From an optimization exercise on the open Yosys and OpenROAD flow, aimed at small area, a short achievable clock period and few clock cycles per item; shortcuts taken in it are not production practice. Only simulation tests tie the RTL to the original design; equivalence was not proved. No activity file was given, so power comes from the tool's default toggle rates.

<file path="flow/config.mk">
export PLATFORM = sky130hd
export DESIGN_NAME = stereo_state_variable_filter_top
export DESIGN_NICKNAME = stereo_state_variable_filter_top
export VERILOG_FILES = /design/flow/design.v
export SDC_FILE = /design/flow/constraint.sdc
export NUM_CORES = 4
export LEC_CHECK = 0
export CAP_MARGIN = 20
export CORE_MARGIN = 2
export CORE_UTILIZATION = 40
export SLEW_MARGIN = 20
</file>
<file path="flow/constraint.sdc">
create_clock -name core_clock -period 11.0 [get_ports {clk}]
set_input_delay 2.2000 -clock core_clock [delete_from_list [all_inputs] [get_ports {clk}]]
set_output_delay 2.2000 -clock core_clock [all_outputs]
set_load 0.01 [all_outputs]
</file>
<file path="flow/design.v">
package svf_pkg;
  localparam int CHANNELS    = 4;
  localparam int OVERSAMPLE  = 3;
  localparam int STORE_DEPTH = 2 * CHANNELS;
  localparam int IDX_W       = $clog2(STORE_DEPTH);
  localparam int ITER_W      = $clog2(OVERSAMPLE);
  localparam logic [16:0] ONE_Q16          = 17'd65536;
  localparam logic [16:0] MIN_CUTOFF_RESET = 17'd27;
  localparam logic [31:0] KX_Q32           = 32'd2231032131;
  localparam logic [31:0] DIV_D3    = 32'd6;
  localparam logic [31:0] DIV_D5    = 32'd120;
  localparam logic [31:0] DIV_D7    = 32'd5040;
  localparam logic [31:0] DIV_DOUT  = 32'd3;
  localparam logic [31:0] DIV_M3    = 32'd715827882;    
  localparam logic [31:0] DIV_M5    = 32'd35791394;     
  localparam logic [31:0] DIV_M7    = 32'd852176;       
  localparam logic [31:0] DIV_MOUT  = 32'd1431655765;   
  localparam int IN_W  = 86;
  localparam int OUT_W = 48;
  localparam logic [1:0] MODE_OFF = 2'd0;
  localparam logic [1:0] MODE_LP  = 2'd1;
  localparam logic [1:0] MODE_HP  = 2'd2;
  localparam logic [1:0] MODE_BP  = 2'd3;
  localparam logic [3:0] MA_C = 4'd0, MA_X = 4'd1, MA_X2 = 4'd2, MA_X3 = 4'd3, MA_X5 = 4'd4,
                         MA_F = 4'd5, MA_D = 4'd6, MA_DIVV = 4'd7, MA_Q = 4'd8;
  localparam logic [2:0] MB_KX = 3'd0, MB_X = 3'd1, MB_X2 = 3'd2, MB_BP = 3'd3, MB_HP = 3'd4,
                         MB_DIVM = 3'd5, MB_DIVD = 3'd6;
  localparam logic [3:0] WB_NONE = 4'd0, WB_X = 4'd1, WB_X2 = 4'd2, WB_X3 = 4'd3, WB_X5 = 4'd4,
                         WB_X7 = 4'd5, WB_Q = 4'd6, WB_DIV = 4'd7, WB_F = 4'd8, WB_LOAD = 4'd9,
                         WB_LP = 4'd10, WB_HP = 4'd11, WB_BP = 4'd12, WB_STORE = 4'd13,
                         WB_PASS = 4'd14;
  localparam logic [1:0] DT_X3 = 2'd0, DT_X5 = 2'd1, DT_X7 = 2'd2, DT_OUT = 2'd3;
  localparam logic [1:0] JC_NONE = 2'd0, JC_PASS = 2'd1, JC_ITER = 2'd2, JC_SIDE = 2'd3;
  localparam logic SQ_IDLE = 1'b0;
  localparam logic SQ_RUN  = 1'b1;
  localparam int STEP_W = 6;
  localparam logic [STEP_W-1:0] STEP_SIDE = 6'd23;
  localparam logic [STEP_W-1:0] STEP_ITER = 6'd24;
  localparam logic [STEP_W-1:0] STEP_PASS = 6'd35;
  localparam int UC_W = 22;
endpackage
module svf_seq (
  input  logic       clk,
  input  logic       rst,
  input  logic       start,
  input  logic       pass,
  input  logic       out_free,
  output logic [3:0] uc_ma,
  output logic [2:0] uc_mb,
  output logic [3:0] uc_wb,
  output logic [1:0] uc_dt,
  output logic       side_o,
  output logic       idle,
  output logic       fire_o
);
  localparam int STEP_W = svf_pkg::STEP_W;
  localparam int ITER_W = svf_pkg::ITER_W;
  localparam int UC_W   = svf_pkg::UC_W;
  function automatic logic [UC_W-1:0] uw(input logic [3:0] ma, input logic [2:0] mb,
                                         input logic [3:0] wb, input logic [1:0] dt,
                                         input logic [1:0] jc, input logic [STEP_W-1:0] target,
                                         input logic done);
    uw = {ma, mb, wb, dt, jc, target, done};
  endfunction
  function automatic logic [UC_W-1:0] ucode(input logic [STEP_W-1:0] a);
    case (a)
      6'd0:  ucode = uw(svf_pkg::MA_C,    svf_pkg::MB_KX,   svf_pkg::WB_PASS,  svf_pkg::DT_X3,  svf_pkg::JC_PASS, svf_pkg::STEP_PASS, 1'b0);
      6'd1:  ucode = uw(svf_pkg::MA_C,    svf_pkg::MB_KX,   svf_pkg::WB_X,     svf_pkg::DT_X3,  svf_pkg::JC_NONE, '0, 1'b0);
      6'd2:  ucode = uw(svf_pkg::MA_X,    svf_pkg::MB_X,    svf_pkg::WB_NONE,  svf_pkg::DT_X3,  svf_pkg::JC_NONE, '0, 1'b0);
      6'd3:  ucode = uw(svf_pkg::MA_X,    svf_pkg::MB_X,    svf_pkg::WB_X2,    svf_pkg::DT_X3,  svf_pkg::JC_NONE, '0, 1'b0);
      6'd4:  ucode = uw(svf_pkg::MA_X2,   svf_pkg::MB_X,    svf_pkg::WB_NONE,  svf_pkg::DT_X3,  svf_pkg::JC_NONE, '0, 1'b0);
      6'd5:  ucode = uw(svf_pkg::MA_X2,   svf_pkg::MB_X,    svf_pkg::WB_X3,    svf_pkg::DT_X3,  svf_pkg::JC_NONE, '0, 1'b0);
      6'd6:  ucode = uw(svf_pkg::MA_X3,   svf_pkg::MB_X2,   svf_pkg::WB_NONE,  svf_pkg::DT_X3,  svf_pkg::JC_NONE, '0, 1'b0);
      6'd7:  ucode = uw(svf_pkg::MA_X3,   svf_pkg::MB_X2,   svf_pkg::WB_X5,    svf_pkg::DT_X3,  svf_pkg::JC_NONE, '0, 1'b0);
      6'd8:  ucode = uw(svf_pkg::MA_X5,   svf_pkg::MB_X2,   svf_pkg::WB_NONE,  svf_pkg::DT_X3,  svf_pkg::JC_NONE, '0, 1'b0);
      6'd9:  ucode = uw(svf_pkg::MA_X5,   svf_pkg::MB_X2,   svf_pkg::WB_X7,    svf_pkg::DT_X3,  svf_pkg::JC_NONE, '0, 1'b0);
      6'd10: ucode = uw(svf_pkg::MA_DIVV, svf_pkg::MB_DIVM, svf_pkg::WB_NONE,  svf_pkg::DT_X3,  svf_pkg::JC_NONE, '0, 1'b0);
      6'd11: ucode = uw(svf_pkg::MA_DIVV, svf_pkg::MB_DIVM, svf_pkg::WB_Q,     svf_pkg::DT_X3,  svf_pkg::JC_NONE, '0, 1'b0);
      6'd12: ucode = uw(svf_pkg::MA_Q,    svf_pkg::MB_DIVD, svf_pkg::WB_NONE,  svf_pkg::DT_X3,  svf_pkg::JC_NONE, '0, 1'b0);
      6'd13: ucode = uw(svf_pkg::MA_Q,    svf_pkg::MB_DIVD, svf_pkg::WB_DIV,   svf_pkg::DT_X3,  svf_pkg::JC_NONE, '0, 1'b0);
      6'd14: ucode = uw(svf_pkg::MA_DIVV, svf_pkg::MB_DIVM, svf_pkg::WB_NONE,  svf_pkg::DT_X5,  svf_pkg::JC_NONE, '0, 1'b0);
      6'd15: ucode = uw(svf_pkg::MA_DIVV, svf_pkg::MB_DIVM, svf_pkg::WB_Q,     svf_pkg::DT_X5,  svf_pkg::JC_NONE, '0, 1'b0);
      6'd16: ucode = uw(svf_pkg::MA_Q,    svf_pkg::MB_DIVD, svf_pkg::WB_NONE,  svf_pkg::DT_X5,  svf_pkg::JC_NONE, '0, 1'b0);
      6'd17: ucode = uw(svf_pkg::MA_Q,    svf_pkg::MB_DIVD, svf_pkg::WB_DIV,   svf_pkg::DT_X5,  svf_pkg::JC_NONE, '0, 1'b0);
      6'd18: ucode = uw(svf_pkg::MA_DIVV, svf_pkg::MB_DIVM, svf_pkg::WB_NONE,  svf_pkg::DT_X7,  svf_pkg::JC_NONE, '0, 1'b0);
      6'd19: ucode = uw(svf_pkg::MA_DIVV, svf_pkg::MB_DIVM, svf_pkg::WB_Q,     svf_pkg::DT_X7,  svf_pkg::JC_NONE, '0, 1'b0);
      6'd20: ucode = uw(svf_pkg::MA_Q,    svf_pkg::MB_DIVD, svf_pkg::WB_NONE,  svf_pkg::DT_X7,  svf_pkg::JC_NONE, '0, 1'b0);
      6'd21: ucode = uw(svf_pkg::MA_Q,    svf_pkg::MB_DIVD, svf_pkg::WB_DIV,   svf_pkg::DT_X7,  svf_pkg::JC_NONE, '0, 1'b0);
      6'd22: ucode = uw(svf_pkg::MA_C,    svf_pkg::MB_KX,   svf_pkg::WB_F,     svf_pkg::DT_X3,  svf_pkg::JC_NONE, '0, 1'b0);
      6'd23: ucode = uw(svf_pkg::MA_C,    svf_pkg::MB_KX,   svf_pkg::WB_LOAD,  svf_pkg::DT_X3,  svf_pkg::JC_NONE, '0, 1'b0);
      6'd24: ucode = uw(svf_pkg::MA_F,    svf_pkg::MB_BP,   svf_pkg::WB_NONE,  svf_pkg::DT_X3,  svf_pkg::JC_NONE, '0, 1'b0);
      6'd25: ucode = uw(svf_pkg::MA_D,    svf_pkg::MB_BP,   svf_pkg::WB_LP,    svf_pkg::DT_X3,  svf_pkg::JC_NONE, '0, 1'b0);
      6'd26: ucode = uw(svf_pkg::MA_D,    svf_pkg::MB_BP,   svf_pkg::WB_HP,    svf_pkg::DT_X3,  svf_pkg::JC_NONE, '0, 1'b0);
      6'd27: ucode = uw(svf_pkg::MA_F,    svf_pkg::MB_HP,   svf_pkg::WB_NONE,  svf_pkg::DT_X3,  svf_pkg::JC_NONE, '0, 1'b0);
      6'd28: ucode = uw(svf_pkg::MA_F,    svf_pkg::MB_HP,   svf_pkg::WB_BP,    svf_pkg::DT_X3,  svf_pkg::JC_ITER, svf_pkg::STEP_ITER, 1'b0);
      6'd29: ucode = uw(svf_pkg::MA_C,    svf_pkg::MB_KX,   svf_pkg::WB_STORE, svf_pkg::DT_OUT, svf_pkg::JC_NONE, '0, 1'b0);
      6'd30: ucode = uw(svf_pkg::MA_DIVV, svf_pkg::MB_DIVM, svf_pkg::WB_NONE,  svf_pkg::DT_OUT, svf_pkg::JC_NONE, '0, 1'b0);
      6'd31: ucode = uw(svf_pkg::MA_DIVV, svf_pkg::MB_DIVM, svf_pkg::WB_Q,     svf_pkg::DT_OUT, svf_pkg::JC_NONE, '0, 1'b0);
      6'd32: ucode = uw(svf_pkg::MA_Q,    svf_pkg::MB_DIVD, svf_pkg::WB_NONE,  svf_pkg::DT_OUT, svf_pkg::JC_NONE, '0, 1'b0);
      6'd33: ucode = uw(svf_pkg::MA_Q,    svf_pkg::MB_DIVD, svf_pkg::WB_DIV,   svf_pkg::DT_OUT, svf_pkg::JC_SIDE, svf_pkg::STEP_SIDE, 1'b0);
      6'd34: ucode = uw(svf_pkg::MA_C,    svf_pkg::MB_KX,   svf_pkg::WB_NONE,  svf_pkg::DT_X3,  svf_pkg::JC_NONE, '0, 1'b1);
      6'd35: ucode = uw(svf_pkg::MA_C,    svf_pkg::MB_KX,   svf_pkg::WB_NONE,  svf_pkg::DT_X3,  svf_pkg::JC_NONE, '0, 1'b1);
      default: ucode = uw(svf_pkg::MA_C,  svf_pkg::MB_KX,   svf_pkg::WB_NONE,  svf_pkg::DT_X3,  svf_pkg::JC_NONE, '0, 1'b0);
    endcase
  endfunction
  logic              state, state_next;
  logic [STEP_W-1:0] step, step_next;
  logic [ITER_W-1:0] iter, iter_next;
  logic              side, side_next;
  logic [UC_W-1:0]   uc;
  logic [1:0]        uc_jc;
  logic [STEP_W-1:0] uc_target;
  logic              uc_done;
  logic              fire;
  assign {uc_ma, uc_mb, uc_wb, uc_dt, uc_jc, uc_target, uc_done} = uc;
  always_ff @(posedge clk) begin
    if (rst) begin
      state <= svf_pkg::SQ_IDLE;
      step  <= '0;
      iter  <= '0;
      side  <= 1'b0;
    end else begin
      state <= state_next;
      step  <= step_next;
      iter  <= iter_next;
      side  <= side_next;
    end
  end
  always_comb begin
    state_next = state;
    step_next  = step;
    iter_next  = iter;
    side_next  = side;
    uc         = uw(svf_pkg::MA_C, svf_pkg::MB_KX, svf_pkg::WB_NONE, svf_pkg::DT_X3,
                    svf_pkg::JC_NONE, '0, 1'b0);
    fire       = 1'b0;
    if (state == svf_pkg::SQ_IDLE) begin
      if (start) begin
        state_next = svf_pkg::SQ_RUN;
        step_next  = '0;
        iter_next  = '0;
        side_next  = 1'b0;
      end
    end else begin
      uc = ucode(step);
      if (uc_done) begin
        if (out_free) begin
          fire       = 1'b1;
          state_next = svf_pkg::SQ_IDLE;
        end
      end else begin
        step_next = STEP_W'(step + 1'b1);
        case (uc_jc)
          svf_pkg::JC_PASS: begin
            if (pass) step_next = uc_target;
          end
          svf_pkg::JC_ITER: begin
            if (iter == ITER_W'(svf_pkg::OVERSAMPLE - 1)) begin
              iter_next = '0;
            end else begin
              iter_next = ITER_W'(iter + 1'b1);
              step_next = uc_target;
            end
          end
          svf_pkg::JC_SIDE: begin
            if (!side) begin
              side_next = 1'b1;
              step_next = uc_target;
            end else begin
              side_next = 1'b0;
            end
          end
          default: ;
        endcase
      end
    end
  end
  assign side_o = side;
  assign idle   = (state == svf_pkg::SQ_IDLE);
  assign fire_o = fire;
endmodule
module svf_datapath (
  input  logic        clk,
  input  logic        rst,
  input  logic        load,
  input  logic [85:0] item,
  input  logic        cfg_we,
  input  logic [16:0] cfg_data,
  input  logic [3:0]  uc_ma,
  input  logic [2:0]  uc_mb,
  input  logic [3:0]  uc_wb,
  input  logic [1:0]  uc_dt,
  input  logic        side,
  output logic        pass,
  output logic [47:0] result
);
  localparam int STORE_DEPTH = svf_pkg::STORE_DEPTH;
  localparam int IDX_W       = svf_pkg::IDX_W;
  function automatic logic signed [31:0] sat32(input logic signed [39:0] v);
    if (v > 40'sd2147483647)       sat32 = 32'sh7FFFFFFF;
    else if (v < -40'sd2147483648) sat32 = 32'sh80000000;
    else                           sat32 = $signed(v[31:0]);
  endfunction
  logic [1:0]         item_channel;
  logic signed [23:0] item_left, item_right;
  logic [16:0]        item_cutoff, item_damping;
  logic [1:0]         item_mode;
  assign {item_channel, item_left, item_right, item_cutoff, item_mode, item_damping} = item;
  logic [16:0]        min_cutoff;
  logic [1:0]         ch;
  logic [1:0]         mode;
  logic signed [23:0] left_s, right_s;
  logic [16:0]        c_q, d_q;
  logic               pass_q;
  logic [16:0]        c_lo, c_cl, d_cl;
  logic [29:0]        x, x2, x3, x5, x7, q;
  logic signed [31:0] s, f;
  logic signed [31:0] lp, bp, hp;
  logic signed [25:0] in_s;
  logic signed [33:0] sum;
  logic [30:0]        u;
  logic               neg;
  logic signed [23:0] res_l, res_r;
  logic signed [31:0] lp_mem [STORE_DEPTH];
  logic signed [31:0] bp_mem [STORE_DEPTH];
  logic [IDX_W-1:0]   idx;
  logic signed [32:0] mul_a, mul_b;
  logic signed [65:0] prod;
  logic signed [63:0] p;
  logic signed [63:0] p_r30, p_r18, p_r16;
  logic [30:0]        dvv;
  logic [31:0]        div_m, div_d;
  logic signed [33:0] div_r;
  logic [30:0]        qq;
  logic [31:0]        qn;
  logic signed [23:0] res_val;
  logic signed [31:0] lp_new, hp_new, bp_new;
  logic [33:0]        sum_abs;
  always_comb begin
    c_lo = (item_cutoff < min_cutoff) ? min_cutoff : item_cutoff;
    c_cl = (c_lo > svf_pkg::ONE_Q16) ? svf_pkg::ONE_Q16 : c_lo;
    d_cl = (item_damping > svf_pkg::ONE_Q16) ? svf_pkg::ONE_Q16 : item_damping;
  end
  assign idx = IDX_W'({ch, side});
  always_comb begin
    case (uc_dt)
      svf_pkg::DT_X3: begin
        dvv = {1'b0, x3};
        div_m = svf_pkg::DIV_M3;
        div_d = svf_pkg::DIV_D3;
      end
      svf_pkg::DT_X5: begin
        dvv = {1'b0, x5};
        div_m = svf_pkg::DIV_M5;
        div_d = svf_pkg::DIV_D5;
      end
      svf_pkg::DT_X7: begin
        dvv = {1'b0, x7};
        div_m = svf_pkg::DIV_M7;
        div_d = svf_pkg::DIV_D7;
      end
      default: begin
        dvv = u;
        div_m = svf_pkg::DIV_MOUT;
        div_d = svf_pkg::DIV_DOUT;
      end
    endcase
  end
  always_comb begin
    case (uc_ma)
      svf_pkg::MA_C:    mul_a = $signed({16'd0, c_q});
      svf_pkg::MA_X:    mul_a = $signed({3'd0, x});
      svf_pkg::MA_X2:   mul_a = $signed({3'd0, x2});
      svf_pkg::MA_X3:   mul_a = $signed({3'd0, x3});
      svf_pkg::MA_X5:   mul_a = $signed({3'd0, x5});
      svf_pkg::MA_F:    mul_a = 33'(f);
      svf_pkg::MA_D:    mul_a = $signed({16'd0, d_q});
      svf_pkg::MA_DIVV: mul_a = $signed({2'd0, dvv});
      svf_pkg::MA_Q:    mul_a = $signed({3'd0, q});
      default:          mul_a = '0;
    endcase
    case (uc_mb)
      svf_pkg::MB_KX:   mul_b = $signed({1'b0, svf_pkg::KX_Q32});
      svf_pkg::MB_X:    mul_b = $signed({3'd0, x});
      svf_pkg::MB_X2:   mul_b = $signed({3'd0, x2});
      svf_pkg::MB_BP:   mul_b = 33'(bp);
      svf_pkg::MB_HP:   mul_b = 33'(hp);
      svf_pkg::MB_DIVM: mul_b = $signed({1'b0, div_m});
      svf_pkg::MB_DIVD: mul_b = $signed({1'b0, div_d});
      default:          mul_b = '0;
    endcase
  end
  assign prod = mul_a * mul_b;
  always_ff @(posedge clk) begin
    p <= prod[63:0];
  end
  always_comb begin
    p_r30 = (p + 64'sd536870912) >>> 30;
    p_r18 = (p + 64'sd131072) >>> 18;
    p_r16 = (p + 64'sd32768) >>> 16;
  end
  always_comb begin
    lp_new  = sat32(40'(lp) + 40'(p_r30));
    hp_new  = sat32(40'(in_s) - 40'(lp) - 40'(p_r16));
    bp_new  = sat32(40'(bp) + 40'(p_r30));
    sum_abs = sum[33] ? 34'(-sum) : sum;
    div_r   = $signed({3'd0, dvv}) - $signed(p[33:0]);
    qq      = (div_r >= $signed({2'd0, div_d})) ? ({1'b0, q} + 31'd1) : {1'b0, q};
    qn      = 32'd0 - {1'b0, qq};
    if (!neg) begin
      res_val = (qq > 31'd8388607) ? 24'sh7FFFFF : $signed(qq[23:0]);
    end else begin
      res_val = (qq > 31'd8388608) ? 24'sh800000 : $signed(qn[23:0]);
    end
  end
  always_ff @(posedge clk) begin
    if (rst) begin
      min_cutoff <= svf_pkg::MIN_CUTOFF_RESET;
      for (int i = 0; i < STORE_DEPTH; i++) begin
        lp_mem[i] <= '0;
        bp_mem[i] <= '0;
      end
    end else begin
      if (cfg_we) min_cutoff <= cfg_data;
      if (uc_wb == svf_pkg::WB_STORE) begin
        lp_mem[idx] <= lp;
        bp_mem[idx] <= bp;
      end
    end
  end
  always_ff @(posedge clk) begin
    if (load) begin
      ch      <= item_channel;
      mode    <= item_mode;
      left_s  <= item_left;
      right_s <= item_right;
      c_q     <= c_cl;
      d_q     <= d_cl;
      pass_q  <= (item_mode == svf_pkg::MODE_OFF) || (int'(item_channel) >= svf_pkg::CHANNELS);
    end
  end
  always_ff @(posedge clk) begin
    case (uc_wb)
      svf_pkg::WB_X: begin
        x <= p_r18[29:0];
        s <= $signed({2'd0, p_r18[29:0]});
      end
      svf_pkg::WB_X2: x2 <= p_r30[29:0];
      svf_pkg::WB_X3: x3 <= p_r30[29:0];
      svf_pkg::WB_X5: x5 <= p_r30[29:0];
      svf_pkg::WB_X7: x7 <= p_r30[29:0];
      svf_pkg::WB_Q:  q  <= p[61:32];
      svf_pkg::WB_DIV: begin
        case (uc_dt)
          svf_pkg::DT_X3: s <= s - $signed({1'b0, qq});
          svf_pkg::DT_X5: s <= s + $signed({1'b0, qq});
          svf_pkg::DT_X7: s <= s - $signed({1'b0, qq});
          default: begin
            if (side) res_r <= res_val;
            else      res_l <= res_val;
          end
        endcase
      end
      svf_pkg::WB_F: f <= s <<< 1;
      svf_pkg::WB_LOAD: begin
        lp   <= lp_mem[idx];
        bp   <= bp_mem[idx];
        in_s <= side ? $signed({right_s, 2'b00}) : $signed({left_s, 2'b00});
        sum  <= '0;
      end
      svf_pkg::WB_LP: begin
        lp <= lp_new;
        if (mode == svf_pkg::MODE_LP) sum <= sum + 34'(lp_new);
      end
      svf_pkg::WB_HP: begin
        hp <= hp_new;
        if (mode == svf_pkg::MODE_HP) sum <= sum + 34'(hp_new);
      end
      svf_pkg::WB_BP: begin
        bp <= bp_new;
        if (mode == svf_pkg::MODE_BP) sum <= sum + 34'(bp_new);
      end
      svf_pkg::WB_STORE: begin
        u   <= sum_abs[32:2];
        neg <= sum[33];
      end
      svf_pkg::WB_PASS: begin
        res_l <= left_s;
        res_r <= right_s;
      end
      default: ;
    endcase
  end
  assign pass   = pass_q;
  assign result = {res_l, res_r};
endmodule
module stereo_state_variable_filter_top (
  input  logic        clk,
  input  logic        rst,
  input  logic        in_valid,
  output logic        in_ready,
  input  logic [85:0] in_data,
  output logic        out_valid,
  input  logic        out_ready,
  output logic [47:0] out_data,
  input  logic        cfg_we,
  input  logic [16:0] cfg_data
);
  logic [3:0]  uc_ma;
  logic [2:0]  uc_mb;
  logic [3:0]  uc_wb;
  logic [1:0]  uc_dt;
  logic        side;
  logic        idle;
  logic        fire;
  logic [47:0] result;
  logic        accept;
  logic        pass;
  logic        out_free;
  assign accept   = in_valid && in_ready;
  assign in_ready = idle;
  assign out_free = !out_valid || out_ready;
  svf_seq u_seq (
    .clk      (clk),
    .rst      (rst),
    .start    (accept),
    .pass     (pass),
    .out_free (out_free),
    .uc_ma    (uc_ma),
    .uc_mb    (uc_mb),
    .uc_wb    (uc_wb),
    .uc_dt    (uc_dt),
    .side_o   (side),
    .idle     (idle),
    .fire_o   (fire)
  );
  svf_datapath u_dp (
    .clk      (clk),
    .rst      (rst),
    .load     (accept),
    .item     (in_data),
    .cfg_we   (cfg_we),
    .cfg_data (cfg_data),
    .uc_ma    (uc_ma),
    .uc_mb    (uc_mb),
    .uc_wb    (uc_wb),
    .uc_dt    (uc_dt),
    .side     (side),
    .pass     (pass),
    .result   (result)
  );
  always_ff @(posedge clk) begin
    if (rst) begin
      out_valid <= 1'b0;
    end else if (fire) begin
      out_valid <= 1'b1;
    end else if (out_ready) begin
      out_valid <= 1'b0;
    end
  end
  always_ff @(posedge clk) begin
    if (fire) out_data <= result;
  end
endmodule
</file>
<file path="flow/run.sh">
#!/bin/bash
# synth_recipe.tcl (not shown) runs the flow's synth.tcl, then flattens the netlist and writes it again
# the make line also repeats each setting of config.mk as NAME=value (left out here)
make -C /OpenROAD-flow-scripts/flow DESIGN_CONFIG=/design/flow/config.mk WORK_HOME=/design/flow/orfs CLKGATE_MAP_FILE= SYNTH_SCRIPT=/design/flow/synth_recipe.tcl finish
</file>
==> tab_implementation.tex <==
\begin{tabular}{lr}
\hline
Metric & Value \\
\hline
\multicolumn{2}{l}{\textbf{Outcome}} \\
\quad Status & complete, no violations \\
\multicolumn{2}{l}{\textbf{Clock network}} \\
\quad CTS hold repair buffers & 0 \\
\quad TritonCTS Sinks & around 1200 \\
\quad CTS tree & yes \\
\quad Clock Tree Root & sky130\_fd\_sc\_hd\_\_clkbuf\_16 \\
\quad CTS H-tree depth & 4 \\
\quad Max clock buf depth & 3 \\
\quad Clock latency on the worst-skew pair & just over 0.8 ns \\
\quad Clock buffers created by TritonCTS & 135 \\
\quad Clock transition at the registers of the reported paths & 0.06 ns \\
\multicolumn{2}{l}{\textbf{Global routing}} \\
\quad Remaining Overflow, GRT & 0 \\
\quad First-pass GRT wire length & 592000 µm \\
\quad Layer with the highest usage & met2 \\
\quad Met1 track demand over resource & 41.9\% \\
\quad Fraction of met2 tracks used by global routing & between 40\% and 50\% \\
\quad Met3 Resource Use GR & between 7 and 8\% \\
\quad Overall fraction of global-route tracks in use & 31.3\% \\
\quad Antenna violations before repair & 34 \\
\quad Vias in the first global route & 82900 \\
\quad Pin count of the biggest net entering global routing & between 200 and 250 \\
\multicolumn{2}{l}{\textbf{Synth}} \\
\quad Proportion of synthesized area in mux cells & 0.745\% \\
\quad Share of the synthesized area in compound gates (AO/OA/AOI/OAI) & between 10 and 15\% \\
\quad Synth unique cells & 95 \\
\quad Count of yosys warnings during synthesis & 3 \\
\quad Synth Net Count & 11800 \\
\quad Fraction of the mapped netlist area in adder cells & 27.7\% \\
\quad Cell area after technology mapping & around 100000 µm² \\
\quad Main flop type after synthesis & sky130\_fd\_sc\_hd\_\_edfxtp\_1 \\
\quad Syn\_area\_per\_cell & $\sim$10 µm² \\
\quad Yosys top cell area share & 32.8\% \\
\quad Cell types with the highest counts after synthesis & sky130\_fd\_sc\_hd\_\_inv\_1 (1317), sky130\_fd\_sc\_hd\_\_nand2\_1 (1131), sky130\_fd\_sc\_hd\_\_edfxtp\_1 (1123) \\
\quad Share of the yosys chip area belonging to registers & between 30\% and 40\% \\
\quad Flop and latch count out of synthesis & 1234 \\
\quad Parity-gate share of the synthesized area counting xor and xnor cells & $\sim$3.8\% \\
\quad Number of instances in the synthesized netlist & $\sim$10000 \\
\quad Main combinational cell family by area after synthesis & adder cells \\
\quad Simple-gate portion of the synthesized area & 14.7\% \\
\quad Largest cells by area after synthesis & sky130\_fd\_sc\_hd\_\_edfxtp\_1 (33\%), sky130\_fd\_sc\_hd\_\_fa\_1 (22\%), sky130\_fd\_sc\_hd\_\_ha\_1 (6.1\%) \\
\quad Share of synthesized registers carrying an async set or reset & 0\% \\
\quad Most instantiated library cell after synthesis & sky130\_fd\_sc\_hd\_\_inv\_1 \\
\quad Synth area leader & sky130\_fd\_sc\_hd\_\_edfxtp\_1 \\
\quad Number of enable flip-flop cells after synthesis & 1123 \\
\multicolumn{2}{l}{\textbf{Die}} \\
\quad Site Rows & between 150 and 200 \\
\quad Number of placed I/O pins & 158 \\
\quad Area of the core & 256000 µm² \\
\quad Die outline area & 261000 µm² \\
\quad Die Width & a little over 500 µm \\
\quad Initial Util & 40.1\% \\
\quad Die H & 511 µm \\
\multicolumn{2}{l}{\textbf{Routing}} \\
\quad Total length of routed wires & 414000 µm \\
\quad Detailed router's first-iteration violation count & 10500 \\
\quad Avg WL per Cell & 29.0 µm \\
\quad Via count & 83100 \\
\quad Residual DRC count & 0 \\
\quad Post-route antenna net violation count & 0 \\
\quad Ratio of routed vias to standard cells & 5.84 \\
\quad Detailed-routing iteration count for the pre-antenna-repair pass & 10 \\
\multicolumn{2}{l}{\textbf{Critical path}} \\
\quad Cell repeated most along the worst path & sky130\_fd\_sc\_hd\_\_fa\_1 \\
\quad CP peak stage delay & roughly 0.78 ns \\
\quad Setup Crit Path Kind & reg -> reg \\
\quad Critical Path Source Type & flop \\
\quad Required time at the worst-slack endpoint & 11.71 ns \\
\quad Worst path arrival time & 11.33 ns \\
\quad Register-to-register path setup slack & 0.38 ns \\
\quad Setup crit end kind & flop \\
\quad Slowest CP cell & sky130\_fd\_sc\_hd\_\_nand3\_1 \\
\quad Peak fanout along the critical path & 11 \\
\multicolumn{2}{l}{\textbf{Finish}} \\
\quad Share of the core filled with cells & 46.5\% \\
\quad Post-Layout Inst Area & 119000 µm² \\
\quad Final std cells w/o fill & between 10000 and 15000 \\
\quad Fill cell total of the finished layout & 23900 \\
\quad Fraction of final layout cells with drive strength greater than 1 & 11.7\% \\
\quad Nets@finish & around 12000 \\
\quad Syn-to-layout area delta & 15.9\% \\
\multicolumn{2}{l}{\textbf{Placement}} \\
\quad Placed wire-length estimate & 327000 µm \\
\quad Instance area after placement & 114000 µm² \\
\quad Placed cells & 14000 \\
\quad Final RePlAce weighted congestion & between 1 and 1.5 \\
\quad I/O Buffers & 157 \\
\multicolumn{2}{l}{\textbf{STA}} \\
\quad Pins over their slew limit & 0 \\
\quad Max-Slew Margin vs Limit & 17.6\% \\
\quad Worst setup skew after layout & approximately 0.065 ns \\
\quad Sum Neg Setup Slack & 0 ns \\
\quad Post-route worst hold slack & 0.382 ns \\
\quad Peak clock frequency supported by timing & 94.1 MHz \\
\quad Number of hold violations in the final report & 0 \\
\quad Transition at the pin with the smallest max-transition slack & 1.23 ns \\
\quad Total setup violations reported at the end of the flow & 0 \\
\quad Min Tclk post-route & around 11 ns \\
\quad Portion of the clock cycle consumed by the worst path in the final layout & 96.6\% \\
\multicolumn{2}{l}{\textbf{Pwr}} \\
\quad Static Leakage & 50.6 nW \\
\quad Max rail drop VDD & 0.00116 V \\
\quad PD cells & roughly 320 nW/µm² \\
\multicolumn{2}{l}{\textbf{Run}} \\
\quad Max-Cap Viols & 0 \\
\multicolumn{2}{l}{\textbf{Worst hold path}} \\
\quad Type of the most critical hold path & reg -> reg \\
\hline
\end{tabular}
==> registers in the layout, summed over array words and instances (netlist names), 24 cells and up, named ones only <==
register      count
u_dp.q           30
u_dp.bp          32
u_dp.right_s     24
u_dp.p           64
u_dp.lp          32
u_dp.s           31
u_dp.x2          30
u_dp.bp_mem     256
u_dp.f           31
u_dp.x3          30
u_dp.x7          30
u_dp.x           30
u_dp.res_l       24
u_dp.sum         34
u_dp.lp_mem     256
out_data         48
u_dp.hp          32
u_dp.res_r       24
u_dp.u           31
u_dp.in_s        24
u_dp.left_s      24
u_dp.x5          30
==> layout by cell type, fill, tap and decap left out, types with 270 or more instances in the layout <==
cell type,instances
sky130_fd_sc_hd__a21oi_1,303
sky130_fd_sc_hd__and2_1,377
sky130_fd_sc_hd__buf_4,797
sky130_fd_sc_hd__edfxtp_1,1123
sky130_fd_sc_hd__fa_1,1110
sky130_fd_sc_hd__ha_1,496
sky130_fd_sc_hd__inv_1,1317
sky130_fd_sc_hd__nand2_1,1129
sky130_fd_sc_hd__nor2_1,738
sky130_fd_sc_hd__nor3_1,326
sky130_fd_sc_hd__o21ai_0,270
sky130_fd_sc_hd__xnor2_1,295
==> power by group <==
group          internal (mW)  switching [mW]  total (mW)  leakage, nW
Combinational           10.3            17.2        27.4         36.6
Clock                   2.66            2.10        4.76         2.20
Sequential              5.69           0.333        6.03         11.8
Total                   18.6            19.6        38.2         50.6
==> critical path: cells and delay by family, from the launching register on <==
kind                       cells  cell delay [ns]
and+or+nand+nor                6             1.31
AOI/OAI and AO/OA             10             2.54
adders and majority gates      9             4.55
buffers and inverters         10             1.67
DFF                            1             0.33
xor gates and xnor gates       1             0.13
==> final timing paths <==
check,startpoint,to,cells past startpoint
worst max-delay path,u_seq.state$_SDFF_PP0_,u_dp.p[60]$_DFF_P_,36
worst min-delay path,u_dp.res_l[18]$_DFFE_PP_,out_data[42]$_DFFE_PP_,0
worst max register to register,u_seq.state$_SDFF_PP0_,u_dp.p[60]$_DFF_P_,36
worst min register to register,u_dp.res_l[18]$_DFFE_PP_,out_data[42]$_DFFE_PP_,0
==> routing by layer <==
metal	vias up	part of all wire [%]	wire length [µm]
li1	35600	-	-
met2	4382	45	184000
met1	42300	40	166000
met3	842	10	42000
met4	22	5.2	21400
met5	-	0.036	149
==> through the flow <==
stage | setup WS (ns) | total power [mW]
global route | -0.0830 | 40.3
CTS | 0.0512 | 37.5
detailed placement | 0.132 | 32.6
floorplan | 0.00163 | 19.5
global placement | 0.0170 | 32.5
finish | 0.376 | 38.2
==> layout make-up <==
type	instances	area [µm²]	area share (%)
Clock buffer	165	3550	2.98
Clock inverter	83	1060	0.889
Inverter	1357	5100	4.28
Antenna cell	7	17.5	0.0147
Multi-Input combinational cell	7011	60700	51.0
Sequential cell	1234	35900	30.2
Timing Repair Buffer	1003	8440	7.09
Tap cell	3384	4230	3.56
==> repair_timing <==
| action | CTS | global route |
|---|---|---|
| buffers inserted | 0 | 8 |
| endpoints found under the setup margin | 0 | 37 |
| gates resized for setup | 0 | 75 |
==> cell families after synthesis <==
kind of cell	count (synthesis)
AND/OR/NAND/NOR	3234
XOR/XNOR	448
buffers and inverters	1858
adder cells (fa/ha/maj)	1610
flip-flops	1234
AO/OA/AOI/OAI	1646
multiplexers	73
Testbench counts, summed over its fixed seeds: cycles 197,832, items 3,200.

afterwards: timing with drivers on the ports:
In the flow no input, the clock included, has a driving cell. The finished layout below was timed again as built, in two steps. Step 1 assumes that a clkbuf_16 drives the clock port and a buf_2 every other input. Step 2, shift: input delay + t, output delay - t, t = (earliest + latest rising clock arrival at the registers) / 2. This alone moves slack from input paths to output paths. a / b / c = ideal ports / drivers / drivers and shift; a / b = the first two.
t, ns: 0.893
slack for setup (ns): 0.376 / 0.376 / 0.376
hold slack, ns: 0.382 / 0.382 / 0.382
latest minus earliest clock arrival (ns): 0.069 / 0.069
worst slew at a driven data input, ns: 0.09
After both steps this run still meets setup and hold. The setup slack of this run moves by 0.000 ns with the drivers and by 0.000 ns with both steps.
